What follows belongs to an exercise in optimizing a design on an open flow for a short achievable clock period and few clock cycles; a production flow would make more cautious choices.
Only simulation tests tie the RTL to the original design; equivalence was not proved.
Power and IR drop assume default switching activity.

[design/flow/config.mk]
export PLATFORM = sky130hd
export DESIGN_NAME = mipsCore
export DESIGN_NICKNAME = mipsCore
export VERILOG_FILES = /design/flow/design.v
export SDC_FILE = /design/flow/constraint.sdc
export NUM_CORES = 4
export LEC_CHECK = 0
export CAP_MARGIN = 20
export CORE_MARGIN = 2
export CORE_UTILIZATION = 25
export SLEW_MARGIN = 20
[design/flow/constraint.sdc]
create_clock -name core_clock -period 8.5 [get_ports {clk}]
set_input_delay 1.7000 -clock core_clock [delete_from_list [all_inputs] [get_ports {clk}]]
set_output_delay 1.7000 -clock core_clock [all_outputs]
set_load 0.01 [all_outputs]
[design/flow/design.v]
package mipsPkg;
    localparam int dataWidth    = 32;
    localparam int regAddrWidth = 5;
    localparam logic [dataWidth-1:0]    resetPc = 32'h0000_3000;
    localparam logic [regAddrWidth-1:0] linkReg = 5'd31;
    localparam logic [1:0]              tuseNone = 2'd3;  
    typedef enum logic [5:0] {
        opSpecial = 6'h00,
        opJal     = 6'h03,
        opBeq     = 6'h04,
        opOri     = 6'h0d,
        opLui     = 6'h0f,
        opLw      = 6'h23,
        opSw      = 6'h2b
    } opcode_t;
    typedef enum logic [5:0] {
        fnAddu = 6'h21,
        fnSubu = 6'h23,
        fnOr   = 6'h25,
        fnSlt  = 6'h2a
    } funct_t;
    typedef enum logic [2:0] {aluAdd, aluSub, aluOr, aluSlt, aluLui} aluOp_t;
    typedef enum logic [1:0] {wbAlu, wbMem, wbLink} wbSel_t;
    typedef enum logic [2:0] {fwdNone, fwdELink, fwdMAlu, fwdMLink, fwdWResult} fwdSrc_t;
    typedef struct packed {
        aluOp_t                  aluOp;
        logic                    immSel;    
        logic                    signExt;
        logic                    memWrite;
        logic                    regWrite;  
        wbSel_t                  wbSel;
        logic [regAddrWidth-1:0] dest;
        logic [1:0]              rsTuse;
        logic [1:0]              rtTuse;
        logic [1:0]              tNew;      
    } ctrl_t;
    typedef struct packed {
        logic [dataWidth-1:0]    pc;
        ctrl_t                   ctrl;
        logic [regAddrWidth-1:0] rsAddr;
        logic [regAddrWidth-1:0] rtAddr;
        logic [dataWidth-1:0]    rsVal;
        logic [dataWidth-1:0]    rtVal;
        logic [dataWidth-1:0]    imm;
    } deReg_t;
    typedef struct packed {
        logic [dataWidth-1:0]    pc;
        ctrl_t                   ctrl;
        logic [dataWidth-1:0]    aluRes;
        logic [dataWidth-1:0]    storeData;
        logic [regAddrWidth-1:0] rtAddr;
    } emReg_t;
    typedef struct packed {
        logic [dataWidth-1:0] pc;
        ctrl_t                ctrl;
        logic [dataWidth-1:0] aluRes;
        logic [dataWidth-1:0] loadData;
    } mwReg_t;
    typedef struct packed {
        logic [regAddrWidth-1:0] dest;
        logic                    regWrite;
        wbSel_t                  wbSel;
        logic [1:0]              tNew;
    } hazardInfo_t;
    function automatic logic [dataWidth-1:0] fwdMux(
        input fwdSrc_t              sel,
        input logic [dataWidth-1:0] base,
        input logic [dataWidth-1:0] eLink,
        input logic [dataWidth-1:0] mAlu,
        input logic [dataWidth-1:0] mLink,
        input logic [dataWidth-1:0] wResult
    );
        case (sel)
            3'd1:    fwdMux = eLink;     
            3'd2:    fwdMux = mAlu;      
            3'd3:    fwdMux = mLink;     
            3'd4:    fwdMux = wResult;   
            default: fwdMux = base;
        endcase
    endfunction
endpackage
`timescale 1ns/10ps
module fetchUnit (
    input  logic        clk,
    input  logic        arstN,
    input  logic        stall,
    input  logic        branchTaken,
    input  logic [31:0] branchTarget,
    output logic [31:0] pc
);
    always_ff @(posedge clk or negedge arstN) begin
        if (!arstN) begin
            pc <= mipsPkg::resetPc;
        end else if (!stall) begin           
            if (branchTaken) begin
                pc <= branchTarget;
            end else begin
                pc <= pc + 32'd4;
            end
        end
    end
endmodule
`timescale 1ns/10ps
module regFile (
    input  logic        clk,
    input  logic        arstN,
    input  logic [4:0]  rsAddr,
    input  logic [4:0]  rtAddr,
    input  logic        writeEn,
    input  logic [4:0]  writeAddr,
    input  logic [31:0] writeData,
    output logic [31:0] rsData,
    output logic [31:0] rtData
);
    logic [31:0] regs [1:31];  
    always_ff @(posedge clk or negedge arstN) begin
        if (!arstN) begin
            for (int i = 1; i < 32; i++) begin
                regs[i] <= '0;
            end
        end else if (writeEn && writeAddr != '0) begin
            regs[writeAddr] <= writeData;
        end
    end
    always_comb begin
        rsData = (rsAddr == '0) ? '0 : regs[rsAddr];
        rtData = (rtAddr == '0) ? '0 : regs[rtAddr];
        if (writeEn && writeAddr != '0 && writeAddr == rsAddr) rsData = writeData;
        if (writeEn && writeAddr != '0 && writeAddr == rtAddr) rtData = writeData;
    end
endmodule
`timescale 1ns/10ps
module decodeStage (
    input  logic                  clk,
    input  logic                  arstN,
    input  logic                  stall,
    input  logic [31:0]           fetchPc,
    input  logic [31:0]           instr,
    input  logic [31:0]           rsData,
    input  logic [31:0]           rtData,
    input  mipsPkg::fwdSrc_t      fwdRs,
    input  mipsPkg::fwdSrc_t      fwdRt,
    input  logic [31:0]           eLink,
    input  logic [31:0]           mAlu,
    input  logic [31:0]           mLink,
    input  logic [31:0]           wResult,
    output logic [4:0]            rsAddr,
    output logic [4:0]            rtAddr,
    output logic                  branchTaken,
    output logic [31:0]           branchTarget,
    output mipsPkg::hazardInfo_t  dInfo,
    output logic [3:0]            dTuse,
    output mipsPkg::deReg_t       deNext
);
    logic [31:0]      fdPc;
    logic [31:0]      fdInstr;
    mipsPkg::opcode_t op;
    mipsPkg::funct_t  fn;
    mipsPkg::ctrl_t   ctrl;
    logic [31:0]      rsVal;
    logic [31:0]      rtVal;
    logic [31:0]      imm;
    logic [31:0]      pcPlus4;
    always_ff @(posedge clk or negedge arstN) begin
        if (!arstN) begin
            fdPc    <= '0;
            fdInstr <= '0;                   
        end else if (!stall) begin
            fdPc    <= fetchPc;
            fdInstr <= instr;
        end
    end
    assign op     = mipsPkg::opcode_t'(fdInstr[31:26]);
    assign fn     = mipsPkg::funct_t'(fdInstr[5:0]);
    assign rsAddr = fdInstr[25:21];
    assign rtAddr = fdInstr[20:16];
    always_comb begin
        ctrl        = '0;
        ctrl.rsTuse = mipsPkg::tuseNone;
        ctrl.rtTuse = mipsPkg::tuseNone;
        case (op)
            mipsPkg::opSpecial: begin
                ctrl.regWrite = 1'b1;
                ctrl.dest     = fdInstr[15:11];
                ctrl.rsTuse   = 2'd1;
                ctrl.rtTuse   = 2'd1;
                ctrl.tNew     = 2'd1;
                case (fn)
                    mipsPkg::fnAddu: ctrl.aluOp = mipsPkg::aluAdd;
                    mipsPkg::fnSubu: ctrl.aluOp = mipsPkg::aluSub;
                    mipsPkg::fnOr:   ctrl.aluOp = mipsPkg::aluOr;
                    mipsPkg::fnSlt:  ctrl.aluOp = mipsPkg::aluSlt;
                    default:         ctrl.regWrite = 1'b0;  
                endcase
            end
            mipsPkg::opOri, mipsPkg::opLui, mipsPkg::opLw: begin
                ctrl.regWrite = 1'b1;
                ctrl.dest     = fdInstr[20:16];
                ctrl.immSel   = 1'b1;
                ctrl.rsTuse   = (op == mipsPkg::opLui) ? mipsPkg::tuseNone : 2'd1;
                ctrl.tNew     = (op == mipsPkg::opLw) ? 2'd2 : 2'd1;
                ctrl.signExt  = (op == mipsPkg::opLw);
                ctrl.wbSel    = (op == mipsPkg::opLw) ? mipsPkg::wbMem : mipsPkg::wbAlu;
                ctrl.aluOp    = (op == mipsPkg::opOri) ? mipsPkg::aluOr :
                                (op == mipsPkg::opLui) ? mipsPkg::aluLui : mipsPkg::aluAdd;
            end
            mipsPkg::opSw: begin
                ctrl.memWrite = 1'b1;
                ctrl.immSel   = 1'b1;
                ctrl.signExt  = 1'b1;
                ctrl.rsTuse   = 2'd1;
                ctrl.rtTuse   = 2'd2;        
            end
            mipsPkg::opBeq: begin
                ctrl.rsTuse = 2'd0;
                ctrl.rtTuse = 2'd0;
            end
            mipsPkg::opJal: begin
                ctrl.regWrite = 1'b1;
                ctrl.dest     = mipsPkg::linkReg;
                ctrl.wbSel    = mipsPkg::wbLink;
            end
            default: ;
        endcase
        if (ctrl.dest == '0) ctrl.regWrite = 1'b0;
    end
    assign rsVal   = mipsPkg::fwdMux(fwdRs, rsData, eLink, mAlu, mLink, wResult);
    assign rtVal   = mipsPkg::fwdMux(fwdRt, rtData, eLink, mAlu, mLink, wResult);
    assign imm     = ctrl.signExt ? {{16{fdInstr[15]}}, fdInstr[15:0]} : {16'b0, fdInstr[15:0]};
    assign pcPlus4 = fdPc + 32'd4;
    assign branchTaken  = (op == mipsPkg::opJal) || (op == mipsPkg::opBeq && rsVal == rtVal);
    assign branchTarget = (op == mipsPkg::opJal) ? {pcPlus4[31:28], fdInstr[25:0], 2'b00}
                        : pcPlus4 + {{14{fdInstr[15]}}, fdInstr[15:0], 2'b00};
    assign dTuse = {ctrl.rtTuse, ctrl.rsTuse};
    assign dInfo  = {ctrl.dest, ctrl.regWrite, ctrl.wbSel, ctrl.tNew};
    assign deNext = {fdPc, ctrl, rsAddr, rtAddr, rsVal, rtVal, imm};
endmodule
`timescale 1ns/10ps
module hazardUnit (
    input  logic [4:0]           dRsAddr,
    input  logic [4:0]           dRtAddr,
    input  logic [3:0]           dTuse,
    input  mipsPkg::hazardInfo_t eInfo,
    input  mipsPkg::hazardInfo_t mInfo,
    input  mipsPkg::hazardInfo_t wInfo,
    input  logic [4:0]           eRsAddr,
    input  logic [4:0]           eRtAddr,
    input  logic [4:0]           mRtAddr,
    output logic                 stall,
    output mipsPkg::fwdSrc_t     fwdDRs,
    output mipsPkg::fwdSrc_t     fwdDRt,
    output mipsPkg::fwdSrc_t     fwdERs,
    output mipsPkg::fwdSrc_t     fwdERt,
    output mipsPkg::fwdSrc_t     fwdMRt
);
    function automatic logic late(input logic [4:0] addr, input logic [1:0] tUse);
        late = (addr != '0) &&
               ((eInfo.regWrite && eInfo.dest == addr && eInfo.tNew > tUse) ||
                (mInfo.regWrite && mInfo.dest == addr && mInfo.tNew > tUse));
    endfunction
    function automatic mipsPkg::fwdSrc_t pickSrc(input logic [4:0] addr,
                                                 input logic fromE, input logic fromM);
        pickSrc = mipsPkg::fwdNone;
        if (addr == '0) begin
            pickSrc = mipsPkg::fwdNone;
        end else if (fromE && eInfo.regWrite && eInfo.dest == addr) begin
            if (eInfo.tNew == 2'd0 && eInfo.wbSel == mipsPkg::wbLink) pickSrc = mipsPkg::fwdELink;
        end else if (fromM && mInfo.regWrite && mInfo.dest == addr) begin
            if (mInfo.tNew == 2'd0) begin
                pickSrc = (mInfo.wbSel == mipsPkg::wbLink) ? mipsPkg::fwdMLink
                                                           : mipsPkg::fwdMAlu;
            end
        end else if (wInfo.regWrite && wInfo.dest == addr) begin
            pickSrc = mipsPkg::fwdWResult;
        end
    endfunction
    always_comb begin
        stall  = late(dRsAddr, dTuse[1:0]) || late(dRtAddr, dTuse[3:2]);
        fwdDRs = pickSrc(dRsAddr, 1'b1, 1'b1);
        fwdDRt = pickSrc(dRtAddr, 1'b1, 1'b1);
        fwdERs = pickSrc(eRsAddr, 1'b0, 1'b1);    
        fwdERt = pickSrc(eRtAddr, 1'b0, 1'b1);
        fwdMRt = pickSrc(mRtAddr, 1'b0, 1'b0);    
    end
endmodule
`timescale 1ns/10ps
module executeStage (
    input  logic                 clk,
    input  logic                 arstN,
    input  logic                 stall,
    input  mipsPkg::deReg_t      deNext,
    input  mipsPkg::fwdSrc_t     fwdRs,
    input  mipsPkg::fwdSrc_t     fwdRt,
    input  logic [31:0]          mAlu,
    input  logic [31:0]          mLink,
    input  logic [31:0]          wResult,
    output mipsPkg::hazardInfo_t eInfo,
    output logic [31:0]          eLink,
    output mipsPkg::emReg_t      emNext,
    output logic [4:0]           eRsAddr,
    output logic [4:0]           eRtAddr
);
    mipsPkg::deReg_t deReg;
    logic [31:0]     opA;
    logic [31:0]     rtFwd;
    logic [31:0]     opB;
    logic [31:0]     aluRes;
    always_ff @(posedge clk or negedge arstN) begin
        if (!arstN) begin
            deReg <= '0;
        end else begin
            deReg <= stall ? '0 : deNext;    
        end
    end
    assign eRsAddr = deReg.rsAddr;
    assign eRtAddr = deReg.rtAddr;
    assign eLink   = deReg.pc + 32'd8;
    assign opA   = mipsPkg::fwdMux(fwdRs, deReg.rsVal, '0, mAlu, mLink, wResult);
    assign rtFwd = mipsPkg::fwdMux(fwdRt, deReg.rtVal, '0, mAlu, mLink, wResult);
    assign opB   = deReg.ctrl.immSel ? deReg.imm : rtFwd;
    always_comb begin
        case (deReg.ctrl.aluOp)
            mipsPkg::aluSub: aluRes = opA - opB;
            mipsPkg::aluOr:  aluRes = opA | opB;
            mipsPkg::aluSlt: aluRes = {31'b0, $signed(opA) < $signed(opB)};
            mipsPkg::aluLui: aluRes = {opB[15:0], 16'b0};
            default:         aluRes = opA + opB;
        endcase
    end
    assign eInfo  = {deReg.ctrl.dest, deReg.ctrl.regWrite, deReg.ctrl.wbSel, deReg.ctrl.tNew};
    assign emNext = {deReg.pc, deReg.ctrl, aluRes, rtFwd, deReg.rtAddr};
endmodule
`timescale 1ns/10ps
module memWriteback (
    input  logic                 clk,
    input  logic                 arstN,
    input  mipsPkg::emReg_t      emNext,
    input  mipsPkg::fwdSrc_t     fwdRt,
    input  logic [31:0]          dataRdata,
    output logic [31:0]          dataAddr,
    output logic [31:0]          dataWdata,
    output logic                 dataWe,
    output mipsPkg::hazardInfo_t mInfo,
    output mipsPkg::hazardInfo_t wInfo,
    output logic [31:0]          mAlu,
    output logic [31:0]          mLink,
    output logic [31:0]          wResult,
    output logic [4:0]           mRtAddr,
    output logic                 grfWe,
    output logic [4:0]           grfAddr,
    output logic [31:0]          wbPc
);
    mipsPkg::emReg_t emReg;
    mipsPkg::mwReg_t mwReg;
    always_ff @(posedge clk or negedge arstN) begin
        if (!arstN) begin
            emReg <= '0;
            mwReg <= '0;
        end else begin
            emReg <= emNext;
            mwReg <= {emReg.pc, emReg.ctrl, emReg.aluRes, dataRdata};
        end
    end
    assign mRtAddr   = emReg.rtAddr;
    assign dataAddr  = emReg.aluRes;
    assign dataWdata = mipsPkg::fwdMux(fwdRt, emReg.storeData, '0, '0, '0, wResult);
    assign dataWe    = emReg.ctrl.memWrite;
    assign mAlu      = emReg.aluRes;
    assign mLink     = emReg.pc + 32'd8;
    assign mInfo     = {emReg.ctrl.dest, emReg.ctrl.regWrite, emReg.ctrl.wbSel,
                        (emReg.ctrl.tNew == 2'd0) ? 2'd0 : emReg.ctrl.tNew - 2'd1};
    always_comb begin
        case (mwReg.ctrl.wbSel)
            mipsPkg::wbMem:  wResult = mwReg.loadData;
            mipsPkg::wbLink: wResult = mwReg.pc + 32'd8;
            default:         wResult = mwReg.aluRes;
        endcase
    end
    assign grfWe   = mwReg.ctrl.regWrite;
    assign grfAddr = mwReg.ctrl.dest;
    assign wbPc    = mwReg.pc;
    assign wInfo   = {mwReg.ctrl.dest, mwReg.ctrl.regWrite, mwReg.ctrl.wbSel, 2'd0};
endmodule
`timescale 1ns/10ps
module mipsCore (
    input  logic        clk,
    input  logic        arstN,
    output logic [31:0] instAddr,
    input  logic [31:0] instRdata,
    output logic [31:0] dataAddr,
    output logic [31:0] dataWdata,
    output logic        dataWe,
    input  logic [31:0] dataRdata,
    output logic        grfWe,
    output logic [4:0]  grfAddr,
    output logic [31:0] grfWdata,
    output logic [31:0] wbPc
);
    logic                 stall;
    logic                 branchTaken;
    logic [31:0]          branchTarget;
    logic [4:0]           rsAddr;
    logic [4:0]           rtAddr;
    logic [31:0]          rsData;
    logic [31:0]          rtData;
    logic [3:0]           dTuse;
    logic [31:0]          eLink;           
    logic [31:0]          mAlu;
    logic [31:0]          mLink;
    logic [4:0]           eRsAddr;
    logic [4:0]           eRtAddr;
    logic [4:0]           mRtAddr;
    mipsPkg::hazardInfo_t dInfo;
    mipsPkg::hazardInfo_t eInfo;
    mipsPkg::hazardInfo_t mInfo;
    mipsPkg::hazardInfo_t wInfo;
    mipsPkg::deReg_t      deNext;
    mipsPkg::emReg_t      emNext;
    mipsPkg::fwdSrc_t     fwdDRs;
    mipsPkg::fwdSrc_t     fwdDRt;
    mipsPkg::fwdSrc_t     fwdERs;
    mipsPkg::fwdSrc_t     fwdERt;
    mipsPkg::fwdSrc_t     fwdMRt;
    fetchUnit fetchUnit_inst (
        .clk(clk), .arstN(arstN), .stall(stall),
        .branchTaken(branchTaken), .branchTarget(branchTarget), .pc(instAddr)
    );
    regFile regFile_inst (
        .clk(clk), .arstN(arstN), .rsAddr(rsAddr), .rtAddr(rtAddr),
        .writeEn(grfWe), .writeAddr(grfAddr), .writeData(grfWdata),
        .rsData(rsData), .rtData(rtData)
    );
    decodeStage decodeStage_inst (
        .clk(clk), .arstN(arstN), .stall(stall),
        .fetchPc(instAddr), .instr(instRdata), .rsData(rsData), .rtData(rtData),
        .fwdRs(fwdDRs), .fwdRt(fwdDRt),
        .eLink(eLink), .mAlu(mAlu), .mLink(mLink), .wResult(grfWdata),
        .rsAddr(rsAddr), .rtAddr(rtAddr),
        .branchTaken(branchTaken), .branchTarget(branchTarget),
        .dInfo(dInfo), .dTuse(dTuse), .deNext(deNext)
    );
    hazardUnit hazardUnit_inst (
        .dRsAddr(rsAddr), .dRtAddr(rtAddr), .dTuse(dTuse),
        .eInfo(eInfo), .mInfo(mInfo), .wInfo(wInfo),
        .eRsAddr(eRsAddr), .eRtAddr(eRtAddr), .mRtAddr(mRtAddr),
        .stall(stall), .fwdDRs(fwdDRs), .fwdDRt(fwdDRt),
        .fwdERs(fwdERs), .fwdERt(fwdERt), .fwdMRt(fwdMRt)
    );
    executeStage executeStage_inst (
        .clk(clk), .arstN(arstN), .stall(stall), .deNext(deNext),
        .fwdRs(fwdERs), .fwdRt(fwdERt),
        .mAlu(mAlu), .mLink(mLink), .wResult(grfWdata),
        .eInfo(eInfo), .eLink(eLink), .emNext(emNext),
        .eRsAddr(eRsAddr), .eRtAddr(eRtAddr)
    );
    memWriteback memWriteback_inst (
        .clk(clk), .arstN(arstN), .emNext(emNext), .fwdRt(fwdMRt),
        .dataRdata(dataRdata), .dataAddr(dataAddr), .dataWdata(dataWdata),
        .dataWe(dataWe), .mInfo(mInfo), .wInfo(wInfo),
        .mAlu(mAlu), .mLink(mLink), .wResult(grfWdata), .mRtAddr(mRtAddr),
        .grfWe(grfWe), .grfAddr(grfAddr), .wbPc(wbPc)
    );
endmodule
[design/flow/run.sh]
#!/bin/bash
# synth_recipe.tcl (not shown) runs the flow's synth.tcl, then flattens the netlist and writes it again
# the make line also repeats each setting of config.mk as NAME=value (left out here)
make -C /OpenROAD-flow-scripts/flow DESIGN_CONFIG=/design/flow/config.mk WORK_HOME=/design/flow/orfs CLKGATE_MAP_FILE= SYNTH_SCRIPT=/design/flow/synth_recipe.tcl finish
==> results.cfg <==
[status]
outcome = complete, no violations

[pwr]
seqPwrFrac_pct = 43.4
cellLeakagePower_uw = 0.0395
power.total_uw = 17700
clkPwrFrac_pct = 42.7
vdd_drop_max_mv = 0.143
p_switching_uw = 5450
switching_share_pct = 30.8
power_frac_comb_pct = 14.0
p_per_area_nw_per_um2 = 193
intPower_uw = 12300

[placed_design]
place_ws_ns = 1.52
gp_congestion = 1.02
io_buffers = 232
dp_hpwl_um = 288000
place_area_um2 = 85900

[synth]
synth_edf_count = 0
seq_area_frac_synth_pct = 45.7
synth-seq-cells = 1440
synth_warnings = 7
synth_cells = 9003
syn-mean-instance-area_um2 = 8.77
synth_nets = 9211
synthFlopType = dfrtp_1
synth_area_um2 = 78900
synthArstFlopShare_pct = 100
synth.distinct_cells = 105

[cts]
cts_sinks = 1440
clkTransAtPathRegs_ns = 0.07
clk_latency_ns = 0.92
numCtsBuffers = 165
cts_resized = 0
hold_buffers = 0
cts_tree = built
clock_path_buffers = 4
post_cts_buffers = 0
cts.htree.levels = 4
cts-root-buf = clkbuf_16

[sta]
setup_tns_ns = 0
worstMarginPinSlew_ns = 1.31
slew_headroom_pct = 12.1
fin_skew_ns = 0.0979
hold_viol = 0
fin_crit_sh_pct = 88.6
max_clock_freq_mhz = 133
final_max_slew_viol_count = 0
period_needed_ns = 7.53
setup_ws_ns = 0.967
rsz0062_at_grt = no
finalSetupViolCount = 0

[critical_path]
startpoint_type = flip-flop
crit_path_start = decodeStage_inst.fdInstr[23]
endpoint_kind = flip-flop
path_class = flip-flop to flip-flop
cp.required_ns = 9.28
arrival_ns = 8.31
crit_fanout = 35
timing.rr.start = decodeStage_inst.fdInstr[23]

[hold_path]
hold_path_class = flip-flop to flip-flop
worst_hold_startpoint = executeStage_inst.deReg[120]

[route]
viasPerCell = 6.06
drc = 0
drt_iter0_drc = 14200
drt_first_pass_iters = 10
dr_total_vias = 79900
ant_nets = 0
drt-wirelength-per-cell_um = 33.1
totalWireLength_um = 437000

[layout]
syn2layout_area_growth_pct = 16.2
stdcell_area_um2 = 91700
fillCellCount = 33300
drive_above_1_share_pct = 9.51
nets = 9076

[floorplanning]
start_util_pct = 25.1
num_io_pins = 233
core-area_um2 = 314000
die_h_um = 566
rows = 206
die_area_um2 = 320000
dieWidth_um = 566

[global_route]
grt_pass1_vias = 73500
groute.usage.overall_pct = 26.2
grt_max_degree = 167
antenna_found_initial = 36
grt_pass1_wl_um = 601000
grt_overflow = 0

[job]
max_cap_viol_count = 0
cell usage in the layout, fill, tap and decap left out, types with 28 or more instances in the layout:
cell and n:
nor2b_1 29, clkbuf_1 28, ha_1 138, o221ai_1 43
xnor2_1 122, o22ai_1 60, nor2_2 52, inv_1 173
and2_1 60, mux2_2 36, xor2_1 100, buf_4 279
a22o_1 41, nor2_1 302, o21a_1 50, diode_2 37
nor3_1 101, a21o_1 37, a222oi_1 40, clkbuf_16 166
o211ai_1 56, a21oi_1 260, a31oi_1 28, nand4_1 198
or4_1 30, dfrtp_1 1428, clkbuf_8 30, nand3_1 439
nand2b_1 45, a22oi_1 401, clkdlybuf4s50_1 231, nor4_1 49
a211oi_1 40, a2111oi_0 138, and3_1 516, nand2_1 1389
o21ai_0 1170, a221oi_1 97
cell usage after synthesis (18+ instances only):
| cell type | n | area, um^2 |
|---|---|---|
| a2111oi_0 | 138 | 1210 |
| a211oi_1 | 40 | 300 |
| a21o_1 | 37 | 278 |
| a21oi_1 | 260 | 1300 |
| a221oi_1 | 102 | 893 |
| a222oi_1 | 40 | 400 |
| a22o_1 | 41 | 359 |
| a22oi_1 | 401 | 3010 |
| a31oi_1 | 28 | 175 |
| and2_1 | 63 | 394 |
| and3_1 | 518 | 3240 |
| and4_1 | 21 | 184 |
| buf_1 | 27 | 101 |
| buf_2 | 99 | 495 |
| buf_4 | 83 | 623 |
| clkbuf_1 | 602 | 2260 |
| dfrtp_1 | 1438 | 36000 |
| ha_1 | 139 | 1740 |
| inv_1 | 173 | 649 |
| mux2_2 | 36 | 405 |
| mux2i_1 | 20 | 200 |
| nand2_1 | 1416 | 5320 |
| nand2b_1 | 45 | 282 |
| nand3_1 | 447 | 2240 |
| nand3b_1 | 18 | 135 |
| nand4_1 | 198 | 1240 |
| nor2_1 | 360 | 1350 |
| nor2b_1 | 33 | 206 |
| nor3_1 | 102 | 510 |
| nor4_1 | 59 | 369 |
| o211ai_1 | 56 | 420 |
| o21a_1 | 50 | 375 |
| o21ai_0 | 1171 | 5860 |
| o221ai_1 | 44 | 385 |
| o22ai_1 | 62 | 388 |
| o31ai_1 | 22 | 165 |
| or3_1 | 20 | 125 |
| or4_1 | 30 | 225 |
| xnor2_1 | 123 | 1080 |
| xor2_1 | 101 | 885 |
critical path, stage by stage (launching register included):
cell and delay (ns):
dfrtp_2 1.11, buf_4 0.29, nand3b_2 0.20, nor2_2 1.04
a222oi_1 0.31, nor4bb_1 0.22, a211oi_1 1.07, o22ai_1 0.32
xor2_1 0.29, a2111oi_0 0.32, and4bb_1 0.39, o2111ai_1 0.18
or3_1 0.71, buf_4 0.36, o41ai_1 0.40, a221o_1 0.16
state kept, by name (all words and copies together) (netlist names):
name	cells
regFile_inst.regs	992
decodeStage_inst.fdPc	32
decodeStage_inst.fdInstr	32
memWriteback_inst.emReg	111
executeStage_inst.deReg	137
fetchUnit_inst.pc	32
memWriteback_inst.mwReg	104
layer usage:
layer / vias up / global-route usage [%] / share of wire (%)
met4: 34 / 19.4 / 9.5
met1: 38700 / 32.4 / 37
met3: 2011 / 10.4 / 14
met5: - / 0.119 / 0.067
met2: 6664 / 36.5 / 40
li1: 32500 / - / -
worst paths after layout:
path / to / slack, ns / depth (start not counted)
worst max-delay path: fetchUnit_inst.pc[21] / 0.97 / 15
worst min-delay path: memWriteback_inst.emReg[83] / 0.36 / 0
worst max register to register: fetchUnit_inst.pc[21] / 0.97 / 15
worst min register to register: memWriteback_inst.emReg[83] / 0.36 / 0
max in group asynchronous: memWriteback_inst.mwReg[89] / 5.71 / 3
min in group asynchronous: regFile_inst.regs[11][27] / 0.70 / 1
cell type report:
type,instances,area (um^2),share of cell area [%]
inverter,174,653,0.712
antenna,37,92.6,0.101
clock inverter,65,832,0.907
timing repair buffer,527,4760,5.19
multi-input combinational,6560,39500,43.0
tap,4160,5200,5.67
clock buffer,224,4670,5.09
sequential,1440,36000,39.3
through the flow:
| stage | util (%) | hold WS (ns) | cells |
|---|---|---|---|
| after global placement | 27.3 | 0.337 | 12900 |
| after global routing | 29.1 | 0.383 | 13200 |
| final | 29.2 | 0.360 | 13200 |
| after CTS | 29.1 | 0.359 | 13100 |
| after detailed placement | 27.3 | 0.340 | 12900 |
| after floorplan | - | 0.331 | 9003 |
power by group through the flow:
stage / Combinational [uW] / Clock, uW / Sequential, uW
final: 2470 / 7560 / 7680
after CTS: 2390 / 7580 / 7660
after detailed placement: 2370 / 0 / 7780
after floorplan: 1270 / 0 / 7490
after global placement: 2390 / 0 / 7780
after global routing: 2580 / 7860 / 7690
cell families after synthesis:
group                      count (synthesis)  share of synthesized area, %
and+or+nand+nor                         3431                          21.2
DFF                                     1440                          45.7
xor gates and xnor gates                 224                          2.49
muxes                                     56                         0.767
buffers and inverters                   1003                          5.48
AOI/OAI and AO/OA                       2707                          22.2
adders and majority gates                142                          2.28
Testbench counts, summed over its fixed seeds: cycles 37,010.

==> port drivers added, routing unchanged <==
In the flow no input, the clock included, has a driving cell. The finished layout below was timed again as built, in two steps.
Step 1, drivers: a clkbuf_16 drives clk and a buf_2 each remaining input, both assumed.
Step 2 moves the port delays by t, midway between the first and last clock arrival at a register: inputs arrive t later, outputs are due t later. That takes back most of the time a late clock gives input paths.
a / b / c = no drivers / after step 1 / after step 2; a / b = the first two.
shift t [ns]: 0.970
setup slack, ns: 0.967 / 0.967 / 0.967
worst setup path at the end: register to register
latest minus earliest clock arrival (ns): 0.098 / 0.098
After both steps this run still meets setup and hold. The setup slack of this run moves by 0.000 ns with the drivers and by 0.000 ns with both steps.
